Background: an optimization exercise with open tools, aiming at small area. Do not read the settings as production practice.
Only simulation tests tie the RTL to the original design; equivalence was not proved.

## svpwm_top
module svpwm_top
(
    input  logic       clk,
    input  logic       reset,
    input  svpwm_pkg::sample_t    alpha,
    input  svpwm_pkg::sample_t    beta,
    input  logic       in_valid,
    output logic       in_ready,
    output svpwm_pkg::duty_t      duty_u,
    output svpwm_pkg::duty_t      duty_v,
    output svpwm_pkg::duty_t      duty_w,
    output logic       duty_valid,
    output logic [2:0] gate_hi,
    output logic [2:0] gate_lo
);
Size in the first run: ~990 cells after synthesis, about 91 I/O pins.
==> module space_vector_modulator, before the edit <==
module space_vector_modulator
(
    input  logic        clk,
    input  logic        reset,
    input  svpwm_pkg::sample_t alpha,
    input  svpwm_pkg::sample_t beta,
    input  logic        in_valid,
    output logic        in_ready,
    output logic [11:0] duty_u,
    output logic [11:0] duty_v,
    output logic [11:0] duty_w,
    output logic        duty_valid,
    output logic        duty_write
);
    localparam logic [15:0] PERIOD = 16'(3000);
    logic [2:0] st;
    logic [15:0] a_r, b_r;
    logic        f_m, f_small, f_same, f_p, f_c, f_e;
    function automatic logic [15:0] radd(input logic [15:0] a, input logic [15:0] b, input logic cin);
        logic c;
        c = cin;
        for (int i = 0; i < 16; i++) begin
            radd[i] = a[i] ^ b[i] ^ c;
            c = (a[i] & b[i]) | (c & (a[i] ^ b[i]));
        end
    endfunction
    function automatic logic [15:0] sra1(input logic [15:0] x);
        sra1 = {x[15], x[15:1]};
    endfunction
    function automatic logic [11:0] clamp_duty(input svpwm_pkg::sample_t x);
        if (x < svpwm_pkg::sample_t'(20)) begin
            clamp_duty = 12'(20);
        end else if (x > svpwm_pkg::sample_t'(2980)) begin
            clamp_duty = 12'(2980);
        end else begin
            clamp_duty = x[11:0];
        end
    endfunction
    assign in_ready   = (st == 3'd0);
    assign duty_write = (st == 3'd6);
    logic m, sa;
    assign m  = f_m;
    assign sa = a_r[15];
    logic [24:0] a9, a137;
    logic [15:0] a_scaled;
    always_comb begin
        logic c;
        logic [24:0] x, y;
        x = {{9{a_r[15]}}, a_r};
        y = {{6{a_r[15]}}, a_r, 3'b0};
        c = 1'b0;
        for (int i = 0; i < 25; i++) begin
            a9[i] = x[i] ^ y[i] ^ c;
            c = (x[i] & y[i]) | (c & (x[i] ^ y[i]));
        end
        y = {{2{a_r[15]}}, a_r, 7'b0};
        c = 1'b0;
        for (int i = 0; i < 25; i++) begin
            a137[i] = a9[i] ^ y[i] ^ c;
            c = (a9[i] & y[i]) | (c & (a9[i] ^ y[i]));
        end
    end
    assign a_scaled = radd({a_r[14:0], 1'b0}, ~a137[24:9], a_r[8:0] == 9'd0);
    logic [15:0] abs_b, pp, qq, vv, other, hh, s_half, t_raw;
    logic        a_min, b_min, is_small, same;
    assign abs_b    = radd(b_r ^ {16{m}}, 16'd0, m);
    assign pp       = radd(abs_b, a_r, 1'b0);
    assign qq       = radd(abs_b, ~a_r, 1'b1);
    assign a_min    = (a_r == 16'h8000);
    assign b_min    = m && abs_b[15];
    assign is_small = !a_min && (b_min || (sa ? pp[15] : qq[15]));
    assign same     = (sa == m);
    assign vv       = sa ? pp : qq;
    assign other    = sa ? qq : pp;
    assign hh       = {(pp[15] & qq[15]) | (pp[15] & abs_b[14]) | (qq[15] & abs_b[14]), abs_b[14:0]};
    assign s_half   = is_small ? {1'b0, other[15:1]} : hh;
    always_comb begin
        if (is_small) begin
            t_raw = same ? abs_b : ~sra1(vv);
        end else begin
            t_raw = m ? sra1(qq) : sra1(pp);
        end
    end
    logic [15:0] ww, xo, yo, ysum;
    logic [11:0] cz, cx, cy;
    logic [1:0] sec;
    assign sec  = f_small ? (f_same ? 2'd1 : 2'd2) : 2'd0;
    logic [15:0] rr;
    logic        d0;
    assign d0   = f_p ^ a_r[0];
    assign rr   = radd(a_r ^ {16{!m}}, {PERIOD[15:2], m ? {1'b0, !f_p} : {f_p, !f_p}}, 1'b0);
    assign ww   = {m ? (rr > 16'd38769) : rr[15], rr[15:1]};
    assign xo   = radd(~ww, {PERIOD[15:2], m ? {d0, !d0} : {1'b0, !d0}}, 1'b0);
    assign ysum = radd(ww, ~b_r ^ {16{m}}, f_c ^ m);
    assign yo   = {ysum[15] ^ f_e, ysum[14:0]};
    assign cz   = clamp_duty(ww);
    assign cx   = clamp_duty(xo);
    assign cy   = clamp_duty(yo);
    always_ff @(posedge clk) begin
        if (in_ready) begin
            a_r <= alpha;
            b_r <= beta;
            f_m <= beta[15];
        end else if (st == 3'd1) begin
            a_r <= a_scaled;
        end else if (st == 3'd2) begin
            a_r     <= s_half;
            b_r     <= ~t_raw;
            f_small <= is_small;
            f_same  <= same;
            f_p     <= !is_small && pp[0];
            f_c     <= is_small && !same && !vv[0];
            f_e     <= b_min && (a_r == 16'd0);
        end
        if (duty_write) begin
            case (sec)
                2'd0:    begin duty_u <= cy; duty_v <= cx; duty_w <= cz; end
                2'd1:    begin duty_u <= cx; duty_v <= cy; duty_w <= cz; end
                default: begin duty_u <= cz; duty_v <= cx; duty_w <= cy; end
            endcase
        end
    end
    always_ff @(posedge clk or posedge reset) begin
        if (reset) begin
            st         <= 3'd7;
            duty_valid <= 1'b0;
        end else begin
            duty_valid <= duty_write;
            if (st == 3'd0) begin
                st <= in_valid ? 3'd1 : 3'd0;
            end else if (st == 3'd6 || st == 3'd7) begin
                st <= 3'd0;
            end else begin
                st <= st + 3'd1;
            end
        end
    end
endmodule
==> flow/config.mk <==
export PLATFORM = sky130hd
export DESIGN_NAME = svpwm_top
export DESIGN_NICKNAME = svpwm_top
export VERILOG_FILES = /design/flow/design.v
export SDC_FILE = /design/flow/constraint.sdc
export NUM_CORES = 4
export LEC_CHECK = 0
export ABC_AREA = 1
export CAP_MARGIN = 0
export CORE_MARGIN = 2
export CORE_UTILIZATION = 40
export SLEW_MARGIN = 0
==> flow/constraint.sdc <==
create_clock -name core_clock -period 10.0 [get_ports {clk}]
set_input_delay 2.0000 -clock core_clock [delete_from_list [all_inputs] [get_ports {clk}]]
set_output_delay 2.0000 -clock core_clock [all_outputs]
set_load 0.01 [all_outputs]
standard.sh (not shown) runs the stock make flow with config.mk's settings and CLKGATE_MAP_FILE= SYNTH_SCRIPT=/design/flow/synth_recipe.tcl, a recipe that flattens the netlist after the stock synthesis.
==> flow/flow/run.sh <==
#!/bin/bash
# Standard ORFS layout with two changes: an area-oriented ABC mapping script
# (flow/abc_area.script, used through ABC_AREA=1) and single-drive port buffers.
set -euo pipefail
here=$(pwd)
rm -rf "$here/scripts"
cp -r "$FLOW_HOME/scripts" "$here/scripts"
cp "$here/flow/abc_area.script" "$here/scripts/abc_area.script"
bash standard.sh "SCRIPTS_DIR=$here/scripts" \
    "BUFFER_PORTS_ARGS=-buffer_cell sky130_fd_sc_hd__buf_1" \
    "CTS_ARGS=-sink_clustering_enable -repair_clock_nets -sink_clustering_size 24 -sink_clustering_max_diameter 120 -dont_use_dummy_load -buf_list sky130_fd_sc_hd__clkbuf_8" \
    finish > "$here/flow_make.log" 2>&1
==> flow/flow/abc_area.script <==
&get -n
&st
&deepsyn -T 20
&dch -f
&nf -a
&put
topo
stime -c
Edit:
--- a/flow/design.v
+++ b/flow/design.v
@@ -68,7 +68,7 @@
     assign a_scaled = radd({a_r[14:0], 1'b0}, ~a137[24:9], a_r[8:0] == 9'd0);
     logic [15:0] abs_b, pp, qq, vv, other, hh, s_half, t_raw;
     logic        a_min, b_min, is_small, same;
-    assign abs_b    = radd(b_r ^ {16{m}}, 16'd0, m);
+    assign abs_b    = b_r;
     assign pp       = radd(abs_b, a_r, 1'b0);
     assign qq       = radd(abs_b, ~a_r, 1'b1);
     assign a_min    = (a_r == 16'h8000);
@@ -96,7 +96,7 @@
     assign rr   = radd(a_r ^ {16{!m}}, {PERIOD[15:2], m ? {1'b0, !f_p} : {f_p, !f_p}}, 1'b0);
     assign ww   = {m ? (rr > 16'd38769) : rr[15], rr[15:1]};
     assign xo   = radd(~ww, {PERIOD[15:2], m ? {d0, !d0} : {1'b0, !d0}}, 1'b0);
-    assign ysum = radd(ww, ~b_r ^ {16{m}}, f_c ^ m);
+    assign ysum = radd(ww, b_r, f_c ^ m);
     assign yo   = {ysum[15] ^ f_e, ysum[14:0]};
     assign cz   = clamp_duty(ww);
     assign cx   = clamp_duty(xo);
@@ -104,13 +104,13 @@
     always_ff @(posedge clk) begin
         if (in_ready) begin
             a_r <= alpha;
-            b_r <= beta;
+            b_r <= radd(beta ^ {16{beta[15]}}, 16'd0, beta[15]);
             f_m <= beta[15];
         end else if (st == 3'd1) begin
             a_r <= a_scaled;
         end else if (st == 3'd2) begin
             a_r     <= s_half;
-            b_r     <= ~t_raw;
+            b_r     <= t_raw ^ {16{m}};
             f_small <= is_small;
             f_same  <= same;
             f_p     <= !is_small && pp[0];
What happened: The changed run finished with timing, DRC and antenna clean. Worst hold slack gains 0.020 ns. Worst setup slack is worse by 0.017 ns. Routed wire length came out higher by 2.8%. Non-clock buffer count goes up by 2.

## separate check: timing with driven ports
The flow's constraints put no driver on any port. The routed layouts listed below were extracted and timed again, unchanged, in two steps. Step 1, drivers: a clkbuf_16 drives clk and a buf_2 each remaining input, both assumed. Step 2 also shifts input and output timing later by t, the mid clock arrival at the registers, as if the neighbouring blocks saw the same clock. Three values: ideal, step 1, step 2; two values: the first two.
| run | t, ns | setup slack, ns | clock arrival spread, ns | worst slew at a driven data input, ns |
|---|---|---|---|---|
| the first run | 0.484 | 0.496 / 0.496 / 0.496 | 0.036 / 0.036 | 0.04 |
| the second run | 0.473 | 0.479 / 0.479 / 0.479 | 0.038 / 0.038 | 0.04 |
After both steps setup and hold are still met in every run listed.
